Source: an optimization exercise on an open RTL-to-GDS flow (aim: small area and few clock cycles). Production flows keep margins and buffers that such runs may drop. At most, simulation tests tie the RTL to the original design; equivalence was not proved. Function not checked in run 3: the RTL went through the layout flow alone.

### flow/config.mk
export PLATFORM = sky130hd
export DESIGN_NAME = rgb_to_hsv_converter_unit
export DESIGN_NICKNAME = rgb_to_hsv_converter_unit
export VERILOG_FILES = /design/flow/design.v
export SDC_FILE = /design/flow/constraint.sdc
export NUM_CORES = 4
export LEC_CHECK = 0
export ABC_AREA = 1
export CAP_MARGIN = 20
export CORE_MARGIN = 2
export CORE_UTILIZATION = 40
export SLEW_MARGIN = 20
### flow/constraint.sdc
create_clock -name core_clock -period 5.0 [get_ports {aclk}]
set_input_delay 1.0000 -clock core_clock [delete_from_list [all_inputs] [get_ports {aclk}]]
set_output_delay 1.0000 -clock core_clock [all_outputs]
set_load 0.01 [all_outputs]
### flow/design.v
package hsv_pkg;
    localparam int CHAN_W = 8;
    localparam int STEP_W = 68;    
    typedef struct packed {
        logic        v;     
        logic [7:0]  hi;    
        logic [7:0]  dm;    
        logic [7:0]  rs;    
        logic [7:0]  rh;    
        logic        hp;    
        logic [1:0]  r3;    
        logic [15:0] qs;    
        logic [15:0] qh;    
    } step_t;
endpackage
module hsv_prep (
    input  logic                in_valid,
    input  logic [7:0]          red,
    input  logic [7:0]          green,
    input  logic [7:0]          blue,
    output logic [hsv_pkg::STEP_W-1:0] out_bits
);
    hsv_pkg::step_t out;
    assign out_bits = out;
    logic       ge_rg, ge_gb, ge_br, eq_rg, eq_gb, eq_br, ge_rb;
    logic       sec_r, sec_g;
    logic       down;           
    logic [7:0] hi, mid, lo, xa, xb;
    logic [2:0] k;
    always_comb begin
        ge_rg = (red >= green);
        ge_gb = (green >= blue);
        ge_br = (blue >= red);
        eq_rg = (red == green);
        eq_gb = (green == blue);
        eq_br = (blue == red);
        ge_rb = !ge_br || eq_br;
        sec_r = ge_rg && ge_rb;
        sec_g = !sec_r && ge_gb;
        if (sec_r) begin
            hi = red;
            if (ge_gb) begin mid = green; lo = blue;  down = 1'b0; k = 3'd0; end
            else       begin mid = blue;  lo = green; down = 1'b1; k = 3'd5; end
        end else if (sec_g) begin
            hi = green;
            if (ge_br) begin
                mid = blue; lo = red;
                down = eq_gb;
                k    = eq_gb ? 3'd3 : 3'd2;
            end else begin
                mid = red; lo = blue; down = 1'b1; k = 3'd1;
            end
        end else begin
            hi = blue;
            if (ge_rg) begin mid = red;   lo = green; down = 1'b0; k = 3'd4; end
            else       begin mid = green; lo = red;   down = 1'b1; k = 3'd3; end
        end
        xa = down ? hi  : mid;
        xb = down ? mid : lo;
        out.v  = in_valid;
        out.hi = hi;
        out.dm = hi + ~lo;
        out.rs = out.dm;
        out.qs = '0;
        out.rh = xa - xb;
        out.hp = 1'b0;
        out.r3 = (k >= 3'd3) ? 2'(k - 3'd3) : k[1:0];
        out.qh = {15'd0, (k >= 3'd3)};
    end
endmodule
module hsv_div #(
    parameter int STEP = 0
) (
    input  logic [hsv_pkg::STEP_W-1:0] in_bits,
    output logic [hsv_pkg::STEP_W-1:0] out_bits
);
    hsv_pkg::step_t in, out;
    assign in       = in_bits;
    assign out_bits = out;
    logic       sbit;
    logic [8:0] st, ht;
    logic [9:0] sdf, hdf;
    logic       sfit, hfit;
    logic [2:0] t3;
    logic       hb;
    always_comb begin
        sbit = (STEP < 8) ? 1'b1 : !in.dm[15 - STEP];
        out  = in;
        st   = {in.rs, sbit};
        sdf  = {1'b0, st} - {2'b0, in.hi};
        sfit = !sdf[9];
        out.rs = sfit ? sdf[7:0] : st[7:0];
        out.qs = {in.qs[14:0], sfit};
        if (STEP < 15) begin
            ht   = {in.rh, 1'b0};
            hdf  = {1'b0, ht} + {2'b11, ~in.dm};
            hfit = !hdf[9];
            out.rh = hfit ? hdf[7:0] : ht[7:0];
            out.hp = hfit;
        end
        if (STEP > 0) begin
            t3   = {in.r3, in.hp};
            hb   = (t3 >= 3'd3);
            out.r3 = hb ? 2'(t3 - 3'd3) : t3[1:0];
            out.qh = {in.qh[14:0], hb};
        end
    end
endmodule
module rgb_to_hsv_converter_unit #(
    parameter logic [16:0] REG_AT = 17'b00100100100100101
) (
    input  logic        aclk,
    input  logic        aresetn,
    input  logic        s_tvalid,
    output logic        s_tready,
    input  logic [23:0] s_tdata,    
    output logic        m_tvalid,
    input  logic        m_tready,
    output logic [39:0] m_tdata     
);
    logic [16:0][hsv_pkg::STEP_W-1:0] pos;   
    logic [16:0][hsv_pkg::STEP_W-1:0] src;   
    hsv_pkg::step_t        last;
    logic           en;
    hsv_prep u_prep (
        .in_valid (s_tvalid),
        .red      (s_tdata[7:0]),
        .green    (s_tdata[15:8]),
        .blue     (s_tdata[23:16]),
        .out_bits (pos[0])
    );
    for (genvar p = 0; p <= 16; p++) begin : g_pos
        if (p > 0) begin : g_step
            hsv_div #(.STEP(p - 1)) u_step (.in_bits(src[p-1]), .out_bits(pos[p]));
        end
        if (REG_AT[p]) begin : g_reg
            hsv_pkg::step_t nxt;
            logic           v_reg;
            logic [hsv_pkg::STEP_W-2:0] data_reg;
            assign nxt = pos[p];
            always_ff @(posedge aclk) begin
                if (!aresetn) begin
                    v_reg <= 1'b0;
                end else if (en) begin
                    v_reg <= nxt.v;
                end
            end
            always_ff @(posedge aclk) begin
                if (en) begin
                    data_reg <= nxt[hsv_pkg::STEP_W-2:0];
                end
            end
            assign src[p] = {v_reg, data_reg};
        end else begin : g_wire
            assign src[p] = pos[p];
        end
    end
    logic grey;
    assign last     = src[16];
    assign grey     = (last.dm == 8'hFF);
    assign m_tvalid = last.v;
    assign en       = m_tready || !m_tvalid;
    assign s_tready = en;
    assign m_tdata  = {last.hi,
                       grey ? 16'd0 : last.qs,
                       last.qh};
endmodule
### flow/flow/run.sh
#!/bin/bash
set -euo pipefail
export SYNTH_OPERATIONS_ARGS="-nofsm"
export BUFFER_PORTS_ARGS="-buffer_cell sky130_fd_sc_hd__buf_2"
bash standard.sh ABC_DRIVER_CELL=sky130_fd_sc_hd__buf_8 finish > standard.log 2>&1
### flow/standard.sh
#!/bin/bash
# synth_recipe.tcl (not shown) runs the flow's synth.tcl, then flattens the netlist and writes it again
# the make line also repeats each setting of config.mk as NAME=value (left out here)
make -C /OpenROAD-flow-scripts/flow DESIGN_CONFIG=/design/flow/config.mk WORK_HOME=/design/flow/orfs CLKGATE_MAP_FILE= SYNTH_SCRIPT=/design/flow/synth_recipe.tcl "${@:-finish}"
==> results of run 1 <==
## how the worst max path moves through the flow
stage / end
6_report: g_pos[11].g_reg.data_reg[38]
5_1_grt: g_pos[8].g_reg.data_reg[47]
2_1_floorplan: g_pos[0].g_reg.data_reg[0]
3_5_place_dp: g_pos[5].g_reg.data_reg[36]
4_1_cts: g_pos[11].g_reg.data_reg[40]
3_3_place_gp: g_pos[11].g_reg.data_reg[40]
## metal layers
layer | vias up | part of all wire (%) | wire length, microns | track usage, %
li1 | 8331 | - | - | -
met4 | 0 | 3.8 | 1820 | 6.97
met1 | 7731 | 40 | 18900 | 18.7
met5 | - | 0 | 0 | 0
met3 | 118 | 3.2 | 1500 | 2.17
met2 | 272 | 53 | 25200 | 31.3
## worst max-delay path: stages, from the launching register on
cell      delay [ps]
edfxtp_1         360
inv_1             70
ha_1             200
fa_2             370
buf_4            140
fa_1             430
nand2_1           80
nand2_1           80
ha_1             330
a21oi_2          160
o21ai_2           90
nand3_1           90
nand2_2           80
a21oi_4          240
nand2_4          110
nand2_2           90
inv_1             40
ha_1             180
fa_2             350
nand3_1           80
nand2_1          100
nand3_1          100
nand2_1           80
a21oi_2          130
a21boi_4         280
nand2_2          150
nand2_1           90
nand2_1           60
## area by class of cell
type	instances	area [sq um]
clock buffer	43	946
clock inverter	17	216
fill	5012	27600
inverter	372	1410
multi-input combinational	1630	12200
sequential	288	8590
tap	696	871
timing repair buffer	312	2210
## cells by family (layout without fill, tap and decap cells)
group / after synthesis / after routing / share of synthesized area, %
XOR/XNOR: 99 / 99 / 3.95
buffers and inverters: 432 / 744 / 8.36
AND/OR/NAND/NOR: 863 / 867 / 16.5
multiplexers: 1 / 1 / 0.0513
flip-flops: 288 / 288 / 39.1
AO/OA/AOI/OAI: 318 / 318 / 8.83
adder cells (fa/ha/maj): 345 / 345 / 23.1
## layout by cell type, fill, tap and decap left out, drive strengths merged
| master | instances |
|---|---|
| xor2 | 59 |
| nor4 | 1 |
| bufinv | 5 |
| edfxtp | 282 |
| a21o | 10 |
| o21bai | 3 |
| nor3 | 3 |
| a21boi | 7 |
| clkinv | 10 |
| o21a | 17 |
| a22oi | 1 |
| nand2 | 586 |
| o211ai | 5 |
| o221ai | 1 |
| nand4 | 16 |
| a221oi | 1 |
| inv | 373 |
| nor2 | 108 |
| a31o | 5 |
| o31ai | 1 |
| mux2 | 1 |
| fa | 102 |
| o21ai | 139 |
| a21oi | 116 |
| xnor2 | 40 |
| dfxtp | 6 |
| a31oi | 2 |
| ha | 243 |
| o22ai | 4 |
| or2 | 14 |
| a211oi | 6 |
| buf | 312 |
| nand3b | 4 |
| nand3 | 135 |
| clkbuf | 43 |
| clkinvlp | 1 |
## synthesized netlist by cell type, types with 4 or more instances
master / n
ha_1: 243
a21oi_2: 9
inv_1: 362
o21ai_2: 11
edfxtp_1: 282
or2_2: 7
o21a_1: 17
o21ai_0: 95
nand3b_1: 4
a21boi_4: 5
fa_1: 102
o22ai_1: 4
nand2_1: 560
nand3_1: 129
buf_2: 14
dfxtp_1: 6
a21oi_1: 106
nand4_1: 16
inv_2: 9
a211oi_1: 4
buf_4: 36
a31o_2: 5
xor2_1: 59
nor2_1: 104
o21ai_1: 33
nand2_2: 20
xnor2_1: 40
buf_6: 8
a21o_1: 10
nand3_2: 4
or2_1: 5
## what timing repair did
item	4_1_cts	5_1_grt
setup endpoints to repair	44	73
setup buffers	7	49
endpoints found under the hold margin	0	0
gates resized for setup	26	184
pin swaps	7	54
cloned	1	4
## metrics by stage
stage	instance area, sq um	utilization, %	setup slack, ps
floorplan	22000	-	-858
global placement	24200	44.7	-228
detailed placement	24200	44.7	-296
CTS	25500	47.1	-31.0
global route	26500	49.0	-115
finish	26500	49.0	182
==> results.toml, run 1 <==
[synth]
postSynthAreaPerCell_sq_um = 9.36
syn_nets = 2719
yosys.cell_types.count = 55
synthFlopType = "edfxtp_1"
ys_top_cells_by_area = "edfxtp_1, ha_1, nand2_1"
synthArstFlopShare_pct = 0
synthCells = 2346
yosysWarnings = 18
synth_top_area_share_pct = 38.6
synth_edf_count = 282
post_synth_instance_area_sq_um = 22000
ys_ff_latch = 288
yosysSeqAreaShare_pct = 39.1
yosys.area.top_type = "edfxtp_1"

[sta]
fin_skew_ps = 16.7
finalMaxSlewViolations = 0
finalHoldViolations = 0
tightest_slew_ps = 835
holdWs_ps = 410
rsz0062_at_grt = "yes"
min_period_ps = 4820
slew_headroom_pct = 44.3
fin_crit_sh_pct = 96.4
tns_ps = 0
timing.fmax_ghz = 0.208
setup_viol = 0

[setup_path]
worstPathRequired_ps = 5280
r2r-start = "g_pos[8].g_reg.data_reg[52]"
arrival_ps = 5090
startpoint_type = "register"
crit_path_max_fanout = 5
reg2reg_to = "g_pos[11].g_reg.data_reg[38]"
crit_type = "reg2reg"
endpoint_kind = "register"
crit_start = "g_pos[8].g_reg.data_reg[52]"
rr_worst_depth = 27
r2r_slack_ps = 180

[cells_and_area]
finalNetCount = 3011
largest_reg_flops = 282
fin_cells = 3358
drive_above_1_share_pct = 22.6
area_delta_synth_final_pct = 20.5
antenna_cells = 0

[grt]
grt_pass1_vias = 16703
grt-ovfl-total = 0
grt_pass1_wl_microns = 77900
antenna_found_initial = 0
grt_use_total_pct = 16.6
grt_max_degree = 143

[worst_hold_path]
hp-class = "reg2reg"
min_from = "g_pos[5].g_reg.data_reg[20]"
holdPathStages = 0
min_to = "g_pos[8].g_reg.data_reg[23]"

[route]
totalWireLength_microns = 47400
drc = 0
vias = 16452
drtIter0Drc = 664
firstDrtPassIters = 5
viasPerCell = 4.90
avgRoutedWirePerCell_microns = 14.1
detail-route-antenna-nets = 0

[floorplan]
core_sq_um = 54000
ios = 70
die_y_microns = 238
start_util_pct = 40.6
num_rows = 85
die-area_sq_um = 56800
die_w_microns = 238

[place]
placedCellCount = 3238
port-buffer-count = 69
gp_congestion = 0.889
hpwl_microns = 36400

[clock_network]
clkLatencyLatePin_ps = 530
cts.path.max_buffers = 3
ctsHtreeMaxLevel = 2
cts_tree = "built"
numCtsBuffers = 34
numClockSinks = 288
path_clk_slew_ps = 60
holdBufCountCts = 0
ctsRootBufferMaster = "clkbuf_16"

[job]
cap_viol_max_count = 0

[outcome]
status = "no timing/DRC/antenna violations"
Testbench counts, summed over its fixed seeds: cycles 32,816.
==> inputs of run 2 (changes only) <==
==> flow/flow/run.sh (replaced) <==
#!/bin/bash
set -euo pipefail
export SYNTH_OPERATIONS_ARGS="-nofsm"
export BUFFER_PORTS_ARGS="-buffer_cell sky130_fd_sc_hd__buf_2"
bash standard.sh ADDER_MAP_FILE= ABC_DRIVER_CELL=sky130_fd_sc_hd__buf_4 finish > standard.log 2>&1
==> run 2 against run 1 <==
  * First-iteration DRC count up 49%
  * Critical path depth down 6
  * Setup slack better by 300 ps
  * Hold slack better by 4.3 ps
  * Non-clock buffer count down 226
  * Final cell count up 25%
  * Flip-flop and latch count unchanged
  * Fmax up 6.6%
  * Clock skew down 0.74 ps
  * Utilization down 5.2 points
  * Wire length up 4.8%
  * Critical path type is now reg2out
==> results.toml, run 2 <==
[route]
totalWireLength_microns = 49600
drc = 0
vias = 20129
avgRoutedWirePerCell_microns = 11.8
firstDrtPassIters = 6
detail-route-antenna-nets = 0
viasPerCell = 4.79
drtIter0Drc = 989

[place]
place_ws_ps = 486
placedCellCount = 4143
hpwl_microns = 39600
gp_congestion = 0.860
port-buffer-count = 69

[sta]
holdWs_ps = 415
finalMaxSlewViolations = 0
timing.fmax_ghz = 0.221
rsz0062_at_grt = "no"
fin_skew_ps = 15.9
min_period_ps = 4520
fin_crit_sh_pct = 90.4
slew_headroom_pct = 51.6
layout_setup_ws_ps = 479
tightest_slew_ps = 726
finalHoldViolations = 0
setup_viol = 0

[setup_path]
arrival_ps = 3520
rr_worst_depth = 25
slowest_delay_ps = 450
r2r_slack_ps = 890
crit_buf_inv = 4
r2r-start = "g_pos[0].g_reg.data_reg[53]"
reg2reg_to = "g_pos[2].g_reg.data_reg[41]"
startpoint_type = "register"
crit_path_frequent_cell = "nand2_1"
worstPathCellList = "xnor2_1 -> nand2_1 -> o21ai_0 -> nand2_1 -> o21ai_0 -> nand2_1 -> o21ai_1 -> nand3_1 -> nand3b_1 -> buf_4 -> nand3_1 -> o21ai_0 -> inv_1 -> or2_2 -> maj3_1 -> nand2_1 -> nand2_1 -> o2111ai_1 -> nand2_1 -> inv_1 -> buf_2"
cp_slowest_cell = "edfxtp_1"
endpoint_kind = "output port"
crit_type = "reg2out"
worstPathRequired_ps = 4000
crit_path_max_fanout = 7
cpLargestDelayFamily = "simple AND/OR/NAND/NOR gates"

[clock_network]
ctsHtreeMaxLevel = 2
clkLatencyLatePin_ps = 540
ctsRootBufferMaster = "clkbuf_16"
path_clk_slew_ps = 50
numClockSinks = 288
cts.path.max_buffers = 3
cts_tree = "built"
holdBufCountCts = 0
numCtsBuffers = 34

[synth]
synth_most_common_cell = "nand2_1"
synthCells = 3354
yosys.area.top_type = "edfxtp_1"
synth_mux_area_share_pct = 0
postSynthAreaPerCell_sq_um = 7.10
post_synth_fa_ha_maj_area_fraction_pct = 0.0420
synth_commonest_cells = "nand2_1, inv_1, nand3_1"
yosysSeqAreaShare_pct = 36.1
synthXorXnorAreaFrac_pct = 5.12
post_synth_instance_area_sq_um = 23800
synth_top_area_share_pct = 35.6
synth-simple-area-share_pct = 40.8
yosys.cell_types.count = 64
synthFlopType = "edfxtp_1"
ys_ff_latch = 288
synthArstFlopShare_pct = 0
yosysWarnings = 18
synth_top_family_by_area = "simple AND/OR/NAND/NOR gates"
syn_nets = 3382
synth_edf_count = 282
synth-compound-area-share_pct = 8.28
ys_top_cells_by_area = "edfxtp_1, nand2_1, nand3_1"

[floorplan]
start_util_pct = 40.4
core_sq_um = 58900
ios = 70
die-area_sq_um = 61500
die_w_microns = 248
num_rows = 89
die_y_microns = 248

[cells_and_area]
area_delta_synth_final_pct = 8.29
finalNetCount = 3437
mostFrequentLayoutCells = "nand2_1, inv_1, nand3_1, edfxtp_1, nor2_1"
fin_cells = 4203
fill_cells = 5969
fin_util_pct = 43.8
final_common_cell = "nand2_1"
antenna_cells = 0
seq_area_sq_um = 8590
drive_above_1_share_pct = 15.7
largest_reg_flops = 282
multi_input_area_sq_um = 12900

[grt]
grt_max_degree = 122
grt_pass1_vias = 18675
top_usage_layer = "met2"
grt-ovfl-total = 0
grt_pass1_wl_microns = 85500
met3_usage_pct = 2.36
grt_use_total_pct = 16.6
grt_util_met1_pct = 20.1
grtUsageMet2_pct = 30.8
antenna_found_initial = 0

[worst_hold_path]
hp-class = "reg2reg"
min_to = "g_pos[14].g_reg.data_reg[3]"
min_from = "g_pos[11].g_reg.data_reg[0]"
holdPathStages = 0

[outcome]
status = "no timing/DRC/antenna violations"

[job]
cap_viol_max_count = 0
run 2: cell count changes after synthesis, moves of 43 or more:
cell and delta:
a21oi_1 -43, nand2_1 +571, nand3_2 +50, nand3_1 +216
fa_1 -102, ha_1 -243, nor2_1 +160, inv_2 +61
nand2_2 +88
run 2: cell families (layout without fill, tap and decap cells):
| family | count (synthesis) | in the layout |
|---|---|---|
| and+or+nand+nor | 2086 | 2086 |
| buffers and inverters | 521 | 597 |
| adders and majority gates | 1 | 1 |
| AOI/OAI and AO/OA | 323 | 323 |
| DFF | 288 | 288 |
| xor gates and xnor gates | 135 | 135 |
run 2: worst max-delay path by stage:
stage,start,to,slack [ps],cells past startpoint
after floorplan,m_tready,g_pos[0].g_reg.data_reg[0],-860,2
after detailed placement,s_tdata[2],g_pos[0].g_reg.data_reg[42],490,24
after global placement,s_tdata[5],g_pos[0].g_reg.data_reg[41],600,23
after CTS,g_pos[14].g_reg.data_reg[60],m_tdata[16],190,19
after global routing,g_pos[14].g_reg.data_reg[60],m_tdata[16],20,21
final,g_pos[14].g_reg.data_reg[60],m_tdata[16],480,21
run 2: per-stage QoR:
step                      setup TNS [ps]  cell area, sq um
final                                  0             25800
after global routing                   0             25800
after CTS                              0             25800
after detailed placement               0             24700
after global placement                 0             24700
after floorplan                  -243810             23800
run 2: final cells by class:
| type | instances | area share [%] |
|---|---|---|
| clock buffer | 39 | 3.37 |
| tap | 773 | 3.75 |
| timing repair buffer | 86 | 1.88 |
| inverter | 454 | 6.71 |
| clock inverter | 18 | 0.907 |
| sequential | 288 | 33.3 |
| multi-input combinational | 2545 | 50.1 |
run 2: repair_timing:
| item | 4_1_cts | 5_1_grt |
|---|---|---|
| setup buffers | 0 | 3 |
| gates resized for setup | 0 | 1 |
| setup endpoints to repair | 0 | 1 |
run 2: worst register-to-register path, delay by kind of cell (launching register included):
family / cells / cell delay (ps)
AND/OR/NAND/NOR: 17 / 2030
buffers and inverters: 4 / 640
flip-flops: 1 / 500
AO/OA/AOI/OAI: 3 / 490
XOR/XNOR: 1 / 210
run 2: metal layers:
layer | share of wire (%) | vias to the layer above
li1 | - | 10934
met5 | 0 | -
met4 | 1.8 | 0
met2 | 50 | 229
met1 | 45 | 8907
met3 | 3.2 | 59
==> inputs of run 3 (changes only) <==
--- a/flow/design.v
+++ b/flow/design.v
@@ -107,7 +107,7 @@
     end
 endmodule
 module rgb_to_hsv_converter_unit #(
-    parameter logic [16:0] REG_AT = 17'b00100100100100101
+    parameter logic [16:0] REG_AT = 17'b00100001000010001
 ) (
     input  logic        aclk,
     input  logic        aresetn,
==> run 3 against run 2 <==
  * The layout now fails its checks (setup timing)
  * Final area rose by 34%
  * Critical path depth grew 25
  * Flip-flop and latch count down 98
  * Synthesized area decreased by 13%
  * Register-to-register slack lost 1400 ps
  * Wire length increased by 46%
  * Utilization up 24 points
  * First-iteration DRC count increased by 45%
  * Die area is 12% lower
  * Final cell count increased by 18%
  * Highest routed layer unchanged
==> results.toml, run 3 <==
[sta]
holdWs_ps = 420
tightest_slew_ps = 902
fin_skew_ps = 13.5
timing.fmax_ghz = 0.180
rsz0062_at_grt = "yes"
min_period_ps = 5540
tns_ps = -11400
setup_viol = 42
slew_headroom_pct = 39.8
fin_crit_sh_pct = 111
layout_setup_ws_ps = -545
finalMaxSlewViolations = 0
finalHoldViolations = 0

[floorplan]
ios = 70
die_w_microns = 232
start_util_pct = 40.5
num_rows = 83
die_y_microns = 232
core_sq_um = 51400
die-area_sq_um = 53900

[job]
cap_viol_max_count = 0

[place]
gp_congestion = 0.923
placedCellCount = 4616
hpwl_microns = 43300
port-buffer-count = 69

[synth]
synthArstFlopShare_pct = 0
synth_edf_count = 186
yosysSeqAreaShare_pct = 27.2
synthFlopType = "edfxtp_1"
yosysWarnings = 18
synth_commonest_cells = "nand2_1, inv_1, nand3_1"
syn_nets = 3254
ys_ff_latch = 190
post_synth_instance_area_sq_um = 20800
synthCells = 3226
ys_top_cells_by_area = "edfxtp_1, nand2_1, nand3_1"
postSynthAreaPerCell_sq_um = 6.46
synth_most_common_cell = "nand2_1"
yosys.area.top_type = "edfxtp_1"
synth_top_area_share_pct = 26.8
yosys.cell_types.count = 71

[clock_network]
path_clk_slew_ps = 80
cts_tree = "built"
ctsRootBufferMaster = "clkbuf_16"
cts.path.max_buffers = 2
ctsHtreeMaxLevel = 4
numCtsBuffers = 17
clkLatencyLatePin_ps = 480
holdBufCountCts = 0
numClockSinks = 190

[route]
vias = 25115
drtIter0Drc = 1432
totalWireLength_microns = 72400
avgRoutedWirePerCell_microns = 14.5
drc = 0
viasPerCell = 5.04
detail-route-antenna-nets = 0
firstDrtPassIters = 5

[cells_and_area]
mostFrequentLayoutCells = "buf_4, nand2_1, nand2_2, inv_1, edfxtp_1"
largest_reg_flops = 186
final_common_cell = "buf_4"
area_delta_synth_final_pct = 66.4
drive_above_1_share_pct = 53.7
fin_util_pct = 67.4
finalNetCount = 4315
antenna_cells = 0
fin_cells = 4980

[worst_hold_path]
hp-class = "reg2reg"

[setup_path]
crit_type = "reg2reg"
crit_path_max_fanout = 8
crit_path_frequent_cell = "nand2_2"
worstPathRequired_ps = 5240
arrival_ps = 5780
startpoint_type = "register"
slowest_delay_ps = 420
cp_slowest_cell = "edfxtp_1"
endpoint_kind = "register"

[grt]
grt_pass1_wl_microns = 99900
grt_max_degree = 151
antenna_found_initial = 0
grt-ovfl-total = 0
grt_pass1_vias = 22273
grt_use_total_pct = 22.3

[outcome]
so_faults = "setup timing"
status = "complete, but fails checks"
## run 3: final timing paths
kind / start / to / slack [ps] / depth (start not counted)
setup reg to reg: g_pos[9].g_reg.data_reg[57] / g_pos[14].g_reg.data_reg[39] / -540 / 46
hold / removal: g_pos[9].g_reg.data_reg[2] / g_pos[14].g_reg.data_reg[7] / 420 / 0
setup / recovery: g_pos[9].g_reg.data_reg[57] / g_pos[14].g_reg.data_reg[39] / -540 / 46
hold reg to reg: g_pos[9].g_reg.data_reg[2] / g_pos[14].g_reg.data_reg[7] / 420 / 0
## run 3: cells by family (layout without fill, tap and decap cells)
family,Yosys count,in the layout,synth area share [%]
mux,1,1,0.0480
simple gates,2063,2075,46.8
fa+ha+maj,5,5,0.240
xor+xnor,110,110,4.71
buf+inv,521,1583,11.4
compound gates,336,336,9.62
flops,190,190,27.2
## run 3: stage by stage
stage	worst slack, ps	instance area, sq um
5_1_grt	-800	34700
3_3_place_gp	-671	26800
2_1_floorplan	68.9	20800
6_report	-545	34700
3_5_place_dp	-682	26800
4_1_cts	-93.5	30400
## run 3: layout make-up
type | count | area (sq um)
Tap cell | 680 | 851
Fill cell | 3829 | 16700
Clock buffer | 18 | 439
Inverter | 447 | 1850
Clock inverter | 14 | 149
Multi-Input combinational cell | 2527 | 17000
Timing Repair Buffer | 1104 | 8670
Sequential cell | 190 | 5670
## run 3: what timing repair did
item | 4_1_cts | 5_1_grt
endpoints found under the setup margin | 58 | 59
setup buffers | 174 | 151
pin swaps | 206 | 381
gates cloned | 12 | 1
resized for setup | 406 | 836
## run 3: worst max-delay path, delay by kind of cell, from the launching register on
kind,cells,cell delay [ps]
AND/OR/NAND/NOR,34,3430
buffers and inverters,8,890
flip-flops,1,420
AO/OA/AOI/OAI,3,380
XOR/XNOR,1,150
## run 3: routing by layer
metal	up-vias	track usage (%)	wire [microns]
met5	-	0	0
met4	0	9.03	3540
met3	290	2.15	2720
li1	12533	-	-
met1	11610	24.6	27300
met2	682	43.2	38800
==> inputs of run 4 (changes only) <==
--- a/flow/design.v
+++ b/flow/design.v
@@ -107,7 +107,7 @@
     end
 endmodule
 module rgb_to_hsv_converter_unit #(
-    parameter logic [16:0] REG_AT = 17'b00100001000010001
+    parameter logic [16:0] REG_AT = 17'b00100010001000101
 ) (
     input  logic        aclk,
     input  logic        aresetn,
==> run 4 against run 3 <==
  * The run now finishes clean
  * Hold slack worse by 11 ps
  * Register-to-register slack better by 970 ps
  * Global-route usage is 4.4 points lower
  * Final area is 27% lower
  * Via count is 18% lower
  * Flip-flop and latch count is 46 higher
  * Synthesized cell count is 3.6% higher
  * Fmax is 21% higher
==> results.toml, run 4 <==
[cells_and_area]
largest_reg_flops = 231
antenna_cells = 0
finalNetCount = 3564
fill_cells = 5650
area_delta_synth_final_pct = 14.2
multi_input_area_sq_um = 13100
seq_area_sq_um = 7040
mostFrequentLayoutCells = "nand2_1, inv_1, nand3_1, edfxtp_1, nor2_1"
drive_above_1_share_pct = 19.8
final_common_cell = "nand2_1"
fin_cells = 4262

[clock_network]
ctsRootBufferMaster = "clkbuf_16"
cts_tree = "built"
path_clk_slew_ps = 60
clkLatencyLatePin_ps = 580
numCtsBuffers = 30
cts.path.max_buffers = 3
holdBufCountCts = 0
numClockSinks = 236
ctsHtreeMaxLevel = 1

[synth]
synth_most_common_cell = "nand2_1"
synth_top_area_share_pct = 31.3
synth_edf_count = 231
yosysSeqAreaShare_pct = 31.8
post_synth_instance_area_sq_um = 22100
yosys.area.top_type = "edfxtp_1"
ys_top_cells_by_area = "edfxtp_1, nand2_1, nand3_1"
synthCells = 3342
yosysWarnings = 18
syn_nets = 3370
yosys.cell_types.count = 66
synthFlopType = "edfxtp_1"
ys_ff_latch = 236
synth_commonest_cells = "nand2_1, inv_1, nand3_1"
postSynthAreaPerCell_sq_um = 6.63
synthArstFlopShare_pct = 0

[setup_path]
cp_slowest_cell = "edfxtp_1"
crit_type = "reg2reg"
crit_path_frequent_cell = "nand2_1"
crit_path_max_fanout = 11
endpoint_kind = "register"
arrival_ps = 4890
startpoint_type = "register"
worstPathRequired_ps = 5320
slowest_delay_ps = 480

[sta]
timing.fmax_ghz = 0.219
finalHoldViolations = 0
fin_skew_ps = 14.5
slew_headroom_pct = 50.2
min_period_ps = 4570
fin_crit_sh_pct = 91.4
holdWs_ps = 409
finalMaxSlewViolations = 0
tightest_slew_ps = 747
layout_setup_ws_ps = 430
setup_viol = 0

[floorplan]
die_y_microns = 239
start_util_pct = 40.4
ios = 70
num_rows = 86
die_w_microns = 239
core_sq_um = 54900
die-area_sq_um = 57300

[route]
drtIter0Drc = 990
vias = 20482
totalWireLength_microns = 51400
wl_met3_microns = 1370
viasPerCell = 4.81
firstDrtPassIters = 7
drc = 0
top_layer_used = "met4"
detail-route-antenna-nets = 0
wl_met1_microns = 22900
avgRoutedWirePerCell_microns = 12.1
dr_wl_met2_microns = 26100

[grt]
antenna_found_initial = 0
grt_pass1_wl_microns = 86800
grt_pass1_vias = 18792
grt_use_total_pct = 17.9
grt_max_degree = 60
grt-ovfl-total = 0

[place]
gp_congestion = 0.851
port-buffer-count = 69
hpwl_microns = 41200
place_ws_ps = -110
placedCellCount = 4147

[worst_hold_path]
hp-class = "reg2reg"

[outcome]
status = "no timing/DRC/antenna violations"

[job]
cap_viol_max_count = 0
## run 4: cell type report
| class | count | area share (%) |
|---|---|---|
| Inverter | 460 | 6.97 |
| Clock inverter | 21 | 0.732 |
| Timing Repair Buffer | 228 | 6.23 |
| Clock buffer | 33 | 3.01 |
| Multi-Input combinational cell | 2580 | 51.7 |
| Sequential cell | 236 | 27.8 |
| Tap cell | 704 | 3.48 |
## run 4: metal layers
layer / up-vias / GRT usage [%]
li1: 11158 / -
met1: 9040 / 21.6
met2: 223 / 34.1
met3: 61 / 1.66
met4: 0 / 3.92
met5: - / 0
## run 4: timing repair
item	in CTS	in global routing
pin swaps	0	13
gates resized for setup	1	62
setup buffers	0	58
cloned	0	3
endpoints found under the setup margin	7	54
## run 4: cell families after synthesis
kind of cell / Yosys count / synth area share [%]
mux: 2 / 0.0960
xor+xnor: 94 / 3.78
simple gates: 2188 / 45.8
compound gates: 292 / 8.06
flops: 236 / 31.8
buf+inv: 529 / 10.4
fa+ha+maj: 1 / 0.0452
## run 4: worst paths after layout
path | start | endpoint | slack, ps | cells after the start
min | g_pos[6].g_reg.data_reg[5] | g_pos[10].g_reg.data_reg[9] | 410 | 0
min reg2reg | g_pos[6].g_reg.data_reg[5] | g_pos[10].g_reg.data_reg[9] | 410 | 0
max | g_pos[2].g_reg.data_reg[53] | g_pos[6].g_reg.data_reg[41] | 430 | 37
max reg2reg | g_pos[2].g_reg.data_reg[53] | g_pos[6].g_reg.data_reg[41] | 430 | 37
## run 4: critical path, delay by kind of cell, from the launching register on
| kind | cells | cell delay [ps] |
|---|---|---|
| buf+inv | 6 | 750 |
| flops | 1 | 480 |
| simple gates | 31 | 3070 |
## run 4: through the flow
| stage | utilization (%) | area, sq um | setup TNS (ps) |
|---|---|---|---|
| 2_1_floorplan | - | 22200 | -15160 |
| 3_3_place_gp | 43.0 | 23600 | -442 |
| 3_5_place_dp | 43.0 | 23600 | -579 |
| 4_1_cts | 44.7 | 24500 | 0 |
| 5_1_grt | 46.1 | 25300 | -58.8 |
| 6_report | 46.1 | 25300 | 0 |
Testbench counts of run 4, summed over its fixed seeds: cycles 32,808.
==> inputs of run 5 (changes only) <==
--- a/flow/design.v
+++ b/flow/design.v
@@ -107,7 +107,7 @@
     end
 endmodule
 module rgb_to_hsv_converter_unit #(
-    parameter logic [16:0] REG_AT = 17'b00100010001000101
+    parameter logic [16:0] REG_AT = 17'b00100100010001001
 ) (
     input  logic        aclk,
     input  logic        aresetn,
==> flow/flow/run.sh (replaced) <==
#!/bin/bash
set -euo pipefail
export SYNTH_OPERATIONS_ARGS="-nofsm"
export BUFFER_PORTS_ARGS="-buffer_cell sky130_fd_sc_hd__buf_2"
export RECOVER_POWER=100
bash standard.sh ADDER_MAP_FILE= ABC_DRIVER_CELL=sky130_fd_sc_hd__buf_4 finish > standard.log 2>&1
==> run 5 against run 4 <==
  * Highest routed layer unchanged
  * Global-route usage shrank 0.27 points
  * Utilization is 0.60 points higher
  * First-iteration DRC count increased by 3.2%
  * Synthesized area shrank 3.6%
  * Still clean on timing, DRC and antenna
  * Final cell count is 2.6% lower
  * Clock skew increased by 5.5 ps
  * Hold slack gained 0.56 ps
==> results.toml, run 5 <==
[worst_hold_path]
holdPathStages = 0
hp-class = "reg2reg"

[floorplan]
core_sq_um = 52700
die_y_microns = 235
die_w_microns = 235
num_rows = 84
ios = 70
start_util_pct = 40.5
die-area_sq_um = 55200

[sta]
tns_ps = 0
tightest_slew_ps = 882
finalMaxSlewViolations = 0
timing.fmax_ghz = 0.216
layout_setup_ws_ps = 372
holdWs_ps = 410
fin_skew_ps = 20.0
setup_viol = 0
fin_crit_sh_pct = 92.6
finalHoldViolations = 0
min_period_ps = 4630
slew_headroom_pct = 41.2

[synth]
synth_most_common_cell = "nand2_1"
ys_ff_latch = 242
post_synth_instance_area_sq_um = 21300
synth_commonest_cells = "nand2_1, inv_1, nand3_1"
postSynthAreaPerCell_sq_um = 6.61
yosysWarnings = 18
syn_nets = 3257
yosysSeqAreaShare_pct = 33.8
synth_top_area_share_pct = 33.3
synthFlopType = "edfxtp_1"
synthCells = 3229
yosys.cell_types.count = 64
yosys.area.top_type = "edfxtp_1"
ys_top_cells_by_area = "edfxtp_1, nand2_1, nand3_1"
synth_edf_count = 237
synthArstFlopShare_pct = 0

[setup_path]
crit_path_max_fanout = 4
rr_worst_depth = 37
startpoint_type = "register"
crit_type = "reg2out"
worstPathRequired_ps = 4000
cp_slowest_cell = "edfxtp_1"
arrival_ps = 3630
crit_path_frequent_cell = "nand2_1"
endpoint_kind = "output port"
worstPathCellList = "xnor2_1 -> nand2_1 -> o21ai_0 -> nand2_1 -> o21ai_0 -> nand2_1 -> o21ai_2 -> nand3_1 -> nand3b_1 -> nand2_1 -> xor2_1 -> maj3_1 -> nand2_1 -> o211ai_1 -> a22oi_1 -> nor2_1 -> a221oi_1 -> o211ai_1 -> nand2_1 -> inv_1 -> buf_2"
slowest_delay_ps = 390

[place]
hpwl_microns = 38900
placedCellCount = 4062
port-buffer-count = 69
gp_congestion = 0.855
place_ws_ps = 92.0

[route]
vias = 19953
avgRoutedWirePerCell_microns = 11.8
detail-route-antenna-nets = 0
firstDrtPassIters = 5
drtIter0Drc = 1022
drc = 0
totalWireLength_microns = 49000
viasPerCell = 4.81

[grt]
grt_use_total_pct = 17.6
grt_pass1_vias = 18431
grt_pass1_wl_microns = 84200
grt-ovfl-total = 0
antenna_found_initial = 0
grt_max_degree = 149

[cells_and_area]
fin_util_pct = 46.7
fill_cells = 5417
finalNetCount = 3468
drive_above_1_share_pct = 16.0
area_delta_synth_final_pct = 15.2
antenna_cells = 0
fin_cells = 4151
final_common_cell = "nand2_1"
multi_input_area_sq_um = 12200
seq_area_sq_um = 7220
largest_reg_flops = 237
mostFrequentLayoutCells = "nand2_1, inv_1, nand3_1, nor2_1, edfxtp_1"

[clock_network]
holdBufCountCts = 0
ctsHtreeMaxLevel = 1
numCtsBuffers = 30
ctsRootBufferMaster = "clkbuf_16"
numClockSinks = 242
clkLatencyLatePin_ps = 590
cts.path.max_buffers = 3
path_clk_slew_ps = 60
cts_tree = "built"

[job]
cap_viol_max_count = 0

[outcome]
status = "no timing/DRC/antenna violations"
## run 5: changes by cell type after synthesis, moves of 20 or more
cell / delta
nand2_2: -62
nand2_1: -44
nand3_2: -29
o21ai_1: +21
a21oi_1: +20
## run 5: per-layer routing
metal,wire length [microns],up-vias,share of wire (%),global-route usage [%]
li1,-,10875,-,-
met1,22000,8728,45,21.5
met2,24300,274,50,32.7
met3,1530,76,3.1,1.79
met4,1160,0,2.4,4.79
met5,0,-,0,0
## run 5: path summary, 6_finish.rpt
check	startpoint	endpoint	slack, ps
min	g_pos[11].g_reg.data_reg[5]	g_pos[14].g_reg.data_reg[8]	410
min reg2reg	g_pos[11].g_reg.data_reg[5]	g_pos[14].g_reg.data_reg[8]	410
max reg2reg	g_pos[3].g_reg.data_reg[55]	g_pos[7].g_reg.data_reg[42]	440
max	g_pos[14].g_reg.data_reg[60]	m_tdata[16]	370
## run 5: cell type report
cell class,count,share of cell area (%)
tap,688,3.50
timing repair buffer,249,6.67
clock inverter,19,0.860
multi-input combinational,2487,49.8
sequential,242,29.4
clock buffer,36,3.23
inverter,430,6.63
## run 5: logic make-up (layout without fill, tap and decap cells)
| group | after synthesis | count (layout) | synth area share, % |
|---|---|---|---|
| adders and majority gates | 1 | 1 | 0.0469 |
| DFF | 242 | 242 | 33.8 |
| buffers and inverters | 500 | 734 | 10.1 |
| xor gates and xnor gates | 110 | 110 | 4.58 |
| and+or+nand+nor | 2030 | 2030 | 42.1 |
| AOI/OAI and AO/OA | 345 | 345 | 9.29 |
| muxes | 1 | 1 | 0.0469 |
## run 5: critical path, delay by kind of cell, from the launching register on
family	cells	cell delay (ps)
buffers and inverters	2	150
flip-flops	1	390
AO/OA/AOI/OAI	7	910
AND/OR/NAND/NOR	9	890
adder cells (fa/ha/maj)	1	330
XOR/XNOR	2	360
## run 5: timing repair
item / CTS / global route
resized for setup: 0 / 63
endpoints found under the setup margin: 0 / 64
setup buffers: 0 / 34
## run 5: through the flow
step                instance area (sq um)
finish                              24600
global placement                    23100
global route                        24600
detailed placement                  23100
CTS                                 24200
floorplan                           21400
Testbench counts of run 5, summed over its fixed seeds: cycles 32,808.
==> inputs of run 6 (changes only) <==
--- a/flow/config.mk
+++ b/flow/config.mk
@@ -9,4 +9,5 @@
 export CAP_MARGIN = 20
 export CORE_MARGIN = 2
 export CORE_UTILIZATION = 40
+export SETUP_SLACK_MARGIN = -0.4
 export SLEW_MARGIN = 20
==> run 6 against run 5 <==
  * Sequential share of layout area grew 0.83 points
  * Utilization shrank 1.3 points
  * Die area is the same
  * Setup slack lost 190 ps
  * Critical path type is now reg2reg
  * Critical endpoint is now g_pos[3].g_reg.data_reg[42]
  * First-iteration DRC count shrank 12%
  * Via count shrank 0.87%
  * Final cell count shrank 1.1%
  * Still clean on timing, DRC and antenna
  * Flip-flop and latch count is the same
  * Global-route usage shrank 0.082 points
  * Largest cell class unchanged
==> results.toml, run 6 <==
[outcome]
status = "no timing/DRC/antenna violations"

[synth]
synth_edf_count = 237
syn_nets = 3257
yosysSeqAreaShare_pct = 33.8
synth_commonest_cells = "nand2_1, inv_1, nand3_1"
postSynthAreaPerCell_sq_um = 6.61
yosysWarnings = 18
synth_top_area_share_pct = 33.3
yosys.area.top_type = "edfxtp_1"
post_synth_instance_area_sq_um = 21300
ys_ff_latch = 242
synthFlopType = "edfxtp_1"
ys_top_cells_by_area = "edfxtp_1, nand2_1, nand3_1"
synthCells = 3229
yosys.cell_types.count = 64
synth_most_common_cell = "nand2_1"
synthArstFlopShare_pct = 0

[cells_and_area]
finalNetCount = 3425
fin_cells = 4107
final_common_cell = "nand2_1"
area_delta_synth_final_pct = 12.0
largest_reg_flops = 237
antenna_cells = 0
drive_above_1_share_pct = 13.8
mostFrequentLayoutCells = "nand2_1, inv_1, nand3_1, nor2_1, edfxtp_1"
fin_util_pct = 45.4

[setup_path]
crit_type = "reg2reg"
worstPathRequired_ps = 5320
cp_slowest_cell = "edfxtp_1"
crit_path_max_fanout = 16
arrival_ps = 5140
endpoint_kind = "register"
crit_path_frequent_cell = "nand2_1"
startpoint_type = "register"
slowest_delay_ps = 480

[sta]
setup_viol = 0
fin_skew_ps = 13.8
slew_headroom_pct = 52.2
min_period_ps = 4820
finalHoldViolations = 0
finalMaxSlewViolations = 0
tightest_slew_ps = 717
timing.fmax_ghz = 0.207
fin_crit_sh_pct = 96.4
tns_ps = 0
layout_setup_ws_ps = 179

[place]
placedCellCount = 4051
place_ws_ps = -83.7
port-buffer-count = 69
gp_congestion = 0.869
hpwl_microns = 39000

[floorplan]
num_rows = 84
die_y_microns = 235
core_sq_um = 52700
ios = 70
start_util_pct = 40.5
die-area_sq_um = 55200
die_w_microns = 235

[grt]
grt_pass1_wl_microns = 83300
grt_use_total_pct = 17.5
grt_pass1_vias = 18045
met3_usage_pct = 1.64
grt-ovfl-total = 0
antenna_found_initial = 0
grt_util_met1_pct = 21.7
grtUsageMet2_pct = 32.5
grt_max_degree = 133
top_usage_layer = "met2"

[clock_network]
ctsRootBufferMaster = "clkbuf_16"
path_clk_slew_ps = 60
clkLatencyLatePin_ps = 570
numClockSinks = 242
ctsHtreeMaxLevel = 1
cts_tree = "built"
numCtsBuffers = 29
cts.path.max_buffers = 3

[job]
cap_viol_max_count = 0

[route]
detail-route-antenna-nets = 0
drtIter0Drc = 904
viasPerCell = 4.82
avgRoutedWirePerCell_microns = 11.9
drc = 0
totalWireLength_microns = 48900
firstDrtPassIters = 7
vias = 19780

[worst_hold_path]
hp-class = "reg2reg"
-- run 6: cell count changes in the layout (fill, tap and decap cells not counted), sizes merged --
cell / previous run / this run
clkbuf: 59 / 66
bufinv: 4 / 2
inv: 429 / 427
clkinv: 10 / 12
clkinvlp: 6 / 1
buf: 226 / 182
-- run 6: worst paths after layout --
kind / start / cells past startpoint / end / slack (ps)
worst max-delay path: g_pos[0].g_reg.data_reg[53] / 30 / g_pos[3].g_reg.data_reg[42] / 180
worst min-delay path: g_pos[11].g_reg.data_reg[2] / 0 / g_pos[14].g_reg.data_reg[5] / 420
worst min register to register: g_pos[11].g_reg.data_reg[2] / 0 / g_pos[14].g_reg.data_reg[5] / 420
worst max register to register: g_pos[0].g_reg.data_reg[53] / 30 / g_pos[3].g_reg.data_reg[42] / 180
-- run 6: cells by family after synthesis --
logic type	Yosys count	synth area share (%)
buffers and inverters	500	10.1
XOR/XNOR	110	4.58
AO/OA/AOI/OAI	345	9.29
multiplexers	1	0.0469
flip-flops	242	33.8
AND/OR/NAND/NOR	2030	42.1
adder cells (fa/ha/maj)	1	0.0469
-- run 6: worst max-delay path, delay by kind of cell (launching register included) --
kind,cells,cell delay [ps]
buf+inv,4,450
flops,1,480
compound gates,6,1310
simple gates,20,2300
-- run 6: cell type report --
| cell class | count | area (sq um) |
|---|---|---|
| repair buffers | 207 | 1320 |
| multi-input cells | 2487 | 12000 |
| flip-flops and latches | 242 | 7220 |
| well taps | 688 | 861 |
| fillers | 5478 | 28700 |
| clock inverters | 12 | 105 |
| inverters | 430 | 1620 |
| clock buffers | 41 | 802 |
-- run 6: what timing repair did --
action	4_1_cts	5_1_grt
hold endpoints to repair	0	0
endpoints found under the setup margin	0	19
buffers inserted	0	3
gates resized for setup	0	4
hold buffers	0	0
-- run 6: per-layer routing --
| metal | part of all wire [%] | routed length (microns) |
|---|---|---|
| met5 | 0 | 0 |
| met4 | 1.9 | 944 |
| met3 | 2.9 | 1430 |
| met2 | 50 | 24300 |
| met1 | 45 | 22200 |
-- run 6: through the flow --
step / area, sq um / hold WS [ps]
finish: 23900 / 415
global route: 23900 / 417
CTS: 24000 / 416
detailed placement: 23100 / 405
global placement: 23100 / 401
floorplan: 21300 / 400
==> inputs of run 7 (changes only) <==
==> flow/flow/run.sh (replaced) <==
#!/bin/bash
set -euo pipefail
export SYNTH_OPERATIONS_ARGS="-nofsm"
export BUFFER_PORTS_ARGS="-buffer_cell sky130_fd_sc_hd__buf_2"
bash standard.sh ADDER_MAP_FILE= ABC_DRIVER_CELL=sky130_fd_sc_hd__buf_4 finish > standard.log 2>&1
--- a/flow/config.mk
+++ b/flow/config.mk
@@ -9,5 +9,5 @@
 export CAP_MARGIN = 20
 export CORE_MARGIN = 2
 export CORE_UTILIZATION = 40
-export SETUP_SLACK_MARGIN = -0.4
+export SETUP_SLACK_MARGIN = -0.2
 export SLEW_MARGIN = 20
==> run 7 against run 6 <==
  * Via count rose by 0.60%
  * Flip-flop and latch count did not move
  * Still clean on timing, DRC and antenna
  * Non-clock buffer count rose by 2
  * Utilization rose by 0.41 points
  * Sequential share of layout area fell by 0.27 points
  * Setup slack improved by 200 ps
==> results.toml, run 7 <==
[setup_path]
cp.depth = 21
worstPathCellList = "xnor2_1 -> nand2_1 -> o21ai_0 -> nand2_1 -> o21ai_0 -> nand2_1 -> o21ai_0 -> nand3_1 -> nand3b_1 -> nand2_1 -> xor2_1 -> maj3_1 -> nand2_1 -> o211ai_1 -> a22oi_1 -> nor2_1 -> a221oi_1 -> o211ai_1 -> nand2_1 -> inv_1 -> buf_2"
startpoint_type = "register"
slowest_delay_ps = 440
cp_slowest_cell = "edfxtp_1"
endpoint_kind = "output port"
r2r_slack_ps = 390
r2r-start = "g_pos[3].g_reg.data_reg[63]"
crit_path_end = "m_tdata[16]"
cpLargestDelayFamily = "compound AO/OA/AOI/OAI gates"
crit_type = "reg2out"
crit_path_max_fanout = 4
reg2reg_to = "g_pos[7].g_reg.data_reg[49]"
worstPathRequired_ps = 4000
crit_start = "g_pos[14].g_reg.data_reg[60]"
crit_buf_inv = 2
rr_worst_depth = 35
crit_path_frequent_cell = "nand2_1"
arrival_ps = 3620

[cells_and_area]
finalNetCount = 3428
largest_reg_flops = 237
final_area_sq_um = 24100
seq_area_sq_um = 7220
final_common_cell = "nand2_1"
mostFrequentLayoutCells = "nand2_1, inv_1, nand3_1, nor2_1, edfxtp_1"
area_delta_synth_final_pct = 13.1
antenna_cells = 0
fin_cells = 4110
drive_above_1_share_pct = 14.8
multi_input_area_sq_um = 12100
fill_cells = 5460

[sta]
min_period_ps = 4620
tns_ps = 0
timing.fmax_ghz = 0.216
tightest_slew_ps = 887
fin_crit_sh_pct = 92.4
slew_headroom_pct = 40.9
finalHoldViolations = 0
fin_skew_ps = 30.8
layout_setup_ws_ps = 378
setup_viol = 0
finalMaxSlewViolations = 0

[synth]
ys_ff_latch = 242
yosysWarnings = 18
synthArstFlopShare_pct = 0
synth_top_area_share_pct = 33.3
synthFlopType = "edfxtp_1"
yosysSeqAreaShare_pct = 33.8
postSynthAreaPerCell_sq_um = 6.61
synth_commonest_cells = "nand2_1, inv_1, nand3_1"
synth_most_common_cell = "nand2_1"
yosys.cell_types.count = 64
syn_nets = 3257
post_synth_instance_area_sq_um = 21300
ys_top_cells_by_area = "edfxtp_1, nand2_1, nand3_1"
synth_edf_count = 237
synthCells = 3229
yosys.area.top_type = "edfxtp_1"

[place]
placedCellCount = 4042
hpwl_microns = 38900
port-buffer-count = 69
dpl-instance-area_sq_um = 23000
gp_congestion = 0.862
place_ws_ps = 14.1

[route]
avgRoutedWirePerCell_microns = 11.9
drtIter0Drc = 1126
drc = 0
detail-route-antenna-nets = 0
firstDrtPassIters = 5
viasPerCell = 4.84
vias = 19899
totalWireLength_microns = 48900

[grt]
grt_util_met1_pct = 22.0
grt_pass1_wl_microns = 84300
grt_pass1_vias = 18267
grtUsageMet2_pct = 32.6
antenna_found_initial = 0
top_usage_layer = "met2"
met3_usage_pct = 1.73
grt-ovfl-total = 0
grt_use_total_pct = 17.7
grt_max_degree = 136

[clock_network]
path_clk_slew_ps = 60
ctsRootBufferMaster = "clkbuf_16"
cts.path.max_buffers = 3
clkLatencyLatePin_ps = 590
cts_tree = "built"
numCtsBuffers = 29
numClockSinks = 242
ctsHtreeMaxLevel = 1

[outcome]
status = "no timing/DRC/antenna violations"

[worst_hold_path]
hp-class = "reg2reg"

[floorplan]
die-area_sq_um = 55200
num_rows = 84
ios = 70
core_sq_um = 52700
start_util_pct = 40.5
die_w_microns = 235
die_y_microns = 235

[job]
cap_viol_max_count = 0
[run 7: cell counts after synthesis]
Identical to the previous run, type by type.
[run 7: repair_timing]
action,in CTS,in global routing
hold buffers,0,0
setup buffers,0,14
resized for setup,0,24
setup endpoints to repair,0,47
[run 7: layer usage]
layer,up-vias,part of all wire (%)
li1,10807,-
met1,8763,45
met2,263,50
met3,66,3.1
met4,0,2.3
met5,-,0
[run 7: cell type report]
type	instances	area share [%]
Timing Repair Buffer	209	5.84
Sequential cell	242	29.9
Clock buffer	41	3.24
Tap cell	688	3.57
Inverter	430	6.72
Clock inverter	12	0.565
Multi-Input combinational cell	2488	50.2
[run 7: logic make-up after synthesis]
logic type | synth area share (%)
DFF | 33.8
and+or+nand+nor | 42.1
buffers and inverters | 10.1
AOI/OAI and AO/OA | 9.29
muxes | 0.0469
adders and majority gates | 0.0469
xor gates and xnor gates | 4.58
[run 7: how the worst min path moves through the flow]
stage               slack, ps                         from  cells past startpoint                           end
global placement          400   g_pos[7].g_reg.data_reg[2]                      0   g_pos[11].g_reg.data_reg[6]
finish                    410   g_pos[3].g_reg.data_reg[0]                      0    g_pos[7].g_reg.data_reg[4]
CTS                       410   g_pos[3].g_reg.data_reg[0]                      0    g_pos[7].g_reg.data_reg[4]
global route              420   g_pos[3].g_reg.data_reg[0]                      0    g_pos[7].g_reg.data_reg[4]
detailed placement        400  g_pos[7].g_reg.data_reg[16]                      0  g_pos[11].g_reg.data_reg[20]
floorplan                 400   g_pos[7].g_reg.data_reg[6]                      0  g_pos[11].g_reg.data_reg[10]
[run 7: per-stage QoR]
| step | hold WS [ps] | utilization (%) |
|---|---|---|
| 6_report | 410 | 45.8 |
| 5_1_grt | 421 | 45.8 |
| 4_1_cts | 410 | 45.4 |
| 3_5_place_dp | 405 | 43.6 |
| 3_3_place_gp | 401 | 43.6 |
| 2_1_floorplan | 400 | - |
==> inputs of run 8 (changes only) <==
==> flow/flow/run.sh (replaced) <==
#!/bin/bash
set -euo pipefail
export SYNTH_OPERATIONS_ARGS="-nofsm"
export BUFFER_PORTS_ARGS="-buffer_cell sky130_fd_sc_hd__buf_2"
export GPL_KEEP_OVERFLOW=0
bash standard.sh ADDER_MAP_FILE= ABC_DRIVER_CELL=sky130_fd_sc_hd__buf_4 finish > standard.log 2>&1
==> run 8 against run 7 <==
  * Global-route usage shrank 0.40 points
  * Sequential share of layout area grew 0.076 points
  * Register-to-register slack got worse by 150 ps
  * Highest routed layer unchanged
==> results.toml, run 8 <==
[outcome]
status = "no timing/DRC/antenna violations"

[synth]
ys_ff_latch = 242
synthArstFlopShare_pct = 0
synth_edf_count = 237
syn_nets = 3257
yosys.cell_types.count = 64
synthCells = 3229
yosysWarnings = 18
synth_top_area_share_pct = 33.3
post_synth_instance_area_sq_um = 21300
postSynthAreaPerCell_sq_um = 6.61
yosys.area.top_type = "edfxtp_1"
ys_top_cells_by_area = "edfxtp_1, nand2_1, nand3_1"
synth_most_common_cell = "nand2_1"
synthFlopType = "edfxtp_1"
yosysSeqAreaShare_pct = 33.8
synth_commonest_cells = "nand2_1, inv_1, nand3_1"

[place]
dpl-instance-area_sq_um = 22200
hpwl_microns = 37900
placedCellCount = 3924
gp_congestion = 0.841
port-buffer-count = 69

[clock_network]
numClockSinks = 242
cts_tree = "built"
holdBufCountCts = 0
ctsRootBufferMaster = "clkbuf_16"
path_clk_slew_ps = 70
cts.path.max_buffers = 3
clkLatencyLatePin_ps = 580
ctsHtreeMaxLevel = 1
numCtsBuffers = 29

[cells_and_area]
fin_util_pct = 45.7
fill_cells = 5381
mostFrequentLayoutCells = "nand2_1, inv_1, nand3_1, nor2_1, edfxtp_1"
final_area_sq_um = 24100
fin_cells = 4048
antenna_cells = 0
largest_reg_flops = 237
finalNetCount = 3365
multi_input_area_sq_um = 12300
seq_area_sq_um = 7220
area_delta_synth_final_pct = 12.8
drive_above_1_share_pct = 14.5
final_common_cell = "nand2_1"

[setup_path]
arrival_ps = 5080
r2r_slack_ps = 240
crit_path_frequent_cell = "nand2_1"
slowest_delay_ps = 500
crit_path_max_fanout = 15
startpoint_type = "register"
r2r-start = "g_pos[7].g_reg.data_reg[57]"
crit_type = "reg2reg"
worstPathRequired_ps = 5320
cp_slowest_cell = "edfxtp_1"
endpoint_kind = "register"
rr_worst_depth = 36
reg2reg_to = "g_pos[11].g_reg.data_reg[36]"

[sta]
fin_crit_sh_pct = 95.2
timing.fmax_ghz = 0.210
setup_viol = 0
slew_headroom_pct = 40.8
finalMaxSlewViolations = 0
fin_skew_ps = 21.4
tightest_slew_ps = 878
min_period_ps = 4760
finalHoldViolations = 0

[route]
drtIter0Drc = 1036
detail-route-antenna-nets = 0
totalWireLength_microns = 48500
drc = 0
viasPerCell = 4.86
avgRoutedWirePerCell_microns = 12.0
firstDrtPassIters = 5
vias = 19657

[grt]
grtUsageMet2_pct = 32.1
antenna_found_initial = 0
top_usage_layer = "met2"
grt_max_degree = 36
grt_util_met1_pct = 21.6
grt_pass1_wl_microns = 83100
grt-ovfl-total = 0
grt_use_total_pct = 17.3
grt_pass1_vias = 17971
met3_usage_pct = 1.60

[worst_hold_path]
min_from = "g_pos[7].g_reg.data_reg[2]"
hp-class = "reg2reg"
min_to = "g_pos[11].g_reg.data_reg[6]"
holdPathStages = 0

[floorplan]
ios = 70
die_w_microns = 235
die_y_microns = 235
core_sq_um = 52700
start_util_pct = 40.5
num_rows = 84
die-area_sq_um = 55200

[job]
cap_viol_max_count = 0
==> run 8: final cells by class <==
| class | instances | share of cell area (%) |
|---|---|---|
| multi-input cells | 2488 | 51.0 |
| flip-flops and latches | 242 | 30.0 |
| inverters | 430 | 6.75 |
| repair buffers | 145 | 4.25 |
| well taps | 688 | 3.58 |
| clock buffers | 29 | 3.02 |
| clock inverters | 25 | 1.41 |
| repair inverters | 1 | 0.0208 |
==> run 8: per-stage QoR <==
| step | worst slack [ps] | hold WS (ps) | TNS (ps) |
|---|---|---|---|
| floorplan | -173 | 400 | -40990 |
| global placement | -2400 | 401 | -507450 |
| detailed placement | -1360 | 405 | -27020 |
| CTS | -164 | 413 | -3720 |
| global route | -224 | 422 | -8620 |
| finish | 238 | 408 | 0 |
==> run 8: how the worst max path moves through the flow <==
stage / slack (ps) / to / start
6_report: 240 / g_pos[11].g_reg.data_reg[36] / g_pos[7].g_reg.data_reg[57]
5_1_grt: -220 / g_pos[7].g_reg.data_reg[42] / g_pos[3].g_reg.data_reg[55]
4_1_cts: -160 / g_pos[0].g_reg.data_reg[41] / s_tdata[7]
3_5_place_dp: -1360 / g_pos[0].g_reg.data_reg[41] / s_tdata[9]
3_3_place_gp: -2400 / s_tready / m_tready
2_1_floorplan: -170 / g_pos[0].g_reg.data_reg[0] / m_tready
==> run 8: logic make-up after synthesis <==
group / Yosys count / share of synthesized area [%]
AOI/OAI and AO/OA: 345 / 9.29
adders and majority gates: 1 / 0.0469
muxes: 1 / 0.0469
buffers and inverters: 500 / 10.1
DFF: 242 / 33.8
and+or+nand+nor: 2030 / 42.1
xor gates and xnor gates: 110 / 4.58
==> run 8: what timing repair did <==
item	4_1_cts	5_1_grt
resized for setup	9	60
cloned	0	2
setup buffers	5	63
pin swaps	0	7
endpoints found under the setup margin	46	86
==> run 8: worst max-delay path: cells and delay by family (launching register included) <==
| family | cells | cell delay [ps] |
|---|---|---|
| flops | 1 | 500 |
| compound gates | 5 | 700 |
| simple gates | 26 | 2670 |
| buf+inv | 5 | 630 |
==> run 8: layer usage <==
layer / vias to the layer above / wire length, microns
li1: 10670 / -
met1: 8673 / 22100
met2: 266 / 24100
met3: 48 / 1450
met4: 0 / 837
met5: - / 0
==> inputs of run 9 (changes only) <==
==> flow/flow/run.sh (replaced) <==
#!/bin/bash
set -euo pipefail
export SYNTH_OPERATIONS_ARGS="-nofsm"
export BUFFER_PORTS_ARGS="-buffer_cell sky130_fd_sc_hd__buf_2"
bash standard.sh ADDER_MAP_FILE= ABC_DRIVER_CELL=sky130_fd_sc_hd__buf_4 finish > standard.log 2>&1
--- a/flow/config.mk
+++ b/flow/config.mk
@@ -9,5 +9,4 @@
 export CAP_MARGIN = 20
 export CORE_MARGIN = 2
 export CORE_UTILIZATION = 40
-export SETUP_SLACK_MARGIN = -0.2
 export SLEW_MARGIN = 20
==> run 9 against run 8 <==
  * Final area up 2.5%
  * Register-to-register slack gained 180 ps
  * Critical path depth fell by 15
  * Hold slack better by 2.2 ps
  * Synthesized cell count did not move
  * Via count is 1.6% higher
  * Final cell count grew 2.5%
  * Sequential share of layout area is 0.74 points lower
  * Non-clock buffer count is 104 higher
  * Critical endpoint is now m_tdata[16]
==> results.toml, run 9 <==
[sta]
fin_crit_sh_pct = 92.8
finalMaxSlewViolations = 0
layout_setup_ws_ps = 361
setup_viol = 0
min_period_ps = 4640
slew_headroom_pct = 40.9
timing.fmax_ghz = 0.216
tightest_slew_ps = 887
finalHoldViolations = 0
holdWs_ps = 410

[route]
drc = 0
avgRoutedWirePerCell_microns = 11.8
totalWireLength_microns = 48900
drtIter0Drc = 944
viasPerCell = 4.81
detail-route-antenna-nets = 0
firstDrtPassIters = 5

[grt]
grt-ovfl-total = 0
grt_max_degree = 149
antenna_found_initial = 0
grt_pass1_vias = 18431
grt_pass1_wl_microns = 84200
grt_use_total_pct = 17.6

[clock_network]
clkLatencyLatePin_ps = 590
path_clk_slew_ps = 60
numCtsBuffers = 30
holdBufCountCts = 0
numClockSinks = 242
ctsRootBufferMaster = "clkbuf_16"
ctsHtreeMaxLevel = 1
cts.path.max_buffers = 3

[synth]
synth_commonest_cells = "nand2_1, inv_1, nand3_1"
ys_ff_latch = 242
postSynthAreaPerCell_sq_um = 6.61
synth_top_area_share_pct = 33.3
synthArstFlopShare_pct = 0
syn_nets = 3257
yosys.cell_types.count = 64
synth_edf_count = 237
post_synth_instance_area_sq_um = 21300
synthCells = 3229
yosysSeqAreaShare_pct = 33.8
synth_most_common_cell = "nand2_1"

[cells_and_area]
fill_cells = 5393
antenna_cells = 0
mostFrequentLayoutCells = "nand2_1, inv_1, nand3_1, nor2_1, edfxtp_1"
final_area_sq_um = 24700
area_delta_synth_final_pct = 15.6
final_common_cell = "nand2_1"
finalNetCount = 3468
largest_reg_flops = 237

[place]
port-buffer-count = 69
hpwl_microns = 38900
place_ws_ps = 92.0
gp_congestion = 0.855

[setup_path]
endpoint_kind = "output port"
crit_type = "reg2out"
startpoint_type = "register"
arrival_ps = 3640

[outcome]
status = "no timing/DRC/antenna violations"

[floorplan]
num_rows = 84
die-area_sq_um = 55200
die_y_microns = 235
start_util_pct = 40.5

[job]
cap_viol_max_count = 0
[run 9: cell counts after synthesis]
No cell type changed its count.
[run 9: layout make-up]
type / count / area, sq um / share of cell area (%)
clock buffers: 36 / 795 / 3.22
clock inverters: 19 / 211 / 0.857
inverters: 430 / 1630 / 6.61
multi-input cells: 2487 / 12200 / 49.6
flip-flops and latches: 242 / 7220 / 29.2
well taps: 688 / 861 / 3.49
repair buffers: 249 / 1720 / 6.98
[run 9: cell families after synthesis]
group | synth area share [%]
and+or+nand+nor | 42.1
buffers and inverters | 10.1
AOI/OAI and AO/OA | 9.29
DFF | 33.8
xor gates and xnor gates | 4.58
muxes | 0.0469
adders and majority gates | 0.0469
[run 9: path summary, 6_finish.rpt]
check	start	slack, ps	depth (start not counted)	endpoint
min reg2reg	g_pos[11].g_reg.data_reg[5]	410	0	g_pos[14].g_reg.data_reg[8]
max	g_pos[14].g_reg.data_reg[60]	360	21	m_tdata[16]
max reg2reg	g_pos[3].g_reg.data_reg[55]	420	37	g_pos[7].g_reg.data_reg[42]
min	g_pos[11].g_reg.data_reg[5]	410	0	g_pos[14].g_reg.data_reg[8]
[run 9: worst max-delay path, stage by stage (launching register included)]
cell and delay, ps:
edfxtp_1 390, xnor2_1 210, nand2_1 90, o21ai_0 130, nand2_1 120, o21ai_0 120, nand2_1 120, o21ai_2 110
nand3_1 90, nand3b_1 190, nand2_1 90, xor2_1 150, maj3_1 330, nand2_1 70, o211ai_1 80, a22oi_1 150
nor2_1 60, a221oi_1 210, o211ai_1 120, nand2_1 70, inv_1 30, buf_2 120
[run 9: stage by stage]
step | cells | util [%]
floorplan | 3229 | -
global placement | 4062 | 44.0
detailed placement | 4062 | 44.0
CTS | 4117 | 45.9
global route | 4151 | 46.9
finish | 4151 | 46.9
[run 9: routing by layer]
metal  GRT usage, %  up-vias  part of all wire [%]  wire length (microns)
li1               -    10878                     -                      -
met2           32.7      270                    50                  24300
met1           21.5     8739                    45                  21900
met5              0        -                     0                      0
met3           1.79       76                   3.1                   1540
met4           4.79        0                   2.4                   1160
[run 9: timing repair]
item / in CTS / in global routing
gates resized for setup: 0 / 63
setup buffers: 0 / 34
setup endpoints to repair: 0 / 64

[afterwards: timing with drivers on the ports]
How much do the figures lean on ideal ports? The routed layouts below were timed once more, with nothing changed but the port constraints. Step 1 assumes that a clkbuf_16 drives the clock port and a buf_2 every other input. Step 2 adds t to the input delays and takes it off the output delays; t is the mean of the earliest and latest rising clock arrival at the registers after step 1. Input paths then give back, and output paths get back, about the clock's delay inside the block. Slacks: ideal ports / drivers / drivers and shift; pairs: ideal ports / drivers.
run	t, ns	setup WS [ns]	slew at the worst register clock pin (ns)
run 1	0.577	0.182 / 0.182 / 0.068	0.06 / 0.06
run 2	0.583	0.479 / 0.424 / 0.531	0.06 / 0.06
run 3	0.528	-0.545 / -0.545 / -0.545	0.08 / 0.08
run 4	0.634	0.430 / 0.423 / 0.329	0.06 / 0.06
run 5	0.631	0.372 / 0.320 / 0.445	0.07 / 0.07
run 6	0.621	0.179 / 0.179 / 0.179	0.06 / 0.06
run 7	0.629	0.378 / 0.323 / 0.388	0.07 / 0.07
run 8	0.621	0.238 / 0.238 / -0.152	0.07 / 0.07
run 9	0.631	0.361 / 0.309 / 0.417	0.07 / 0.07
Met with ideal ports but missed after step 2: setup timing in run 8. The setup slack of run 8, which loses most, moves by 0.000 ns with the drivers and by -0.390 ns with both steps.
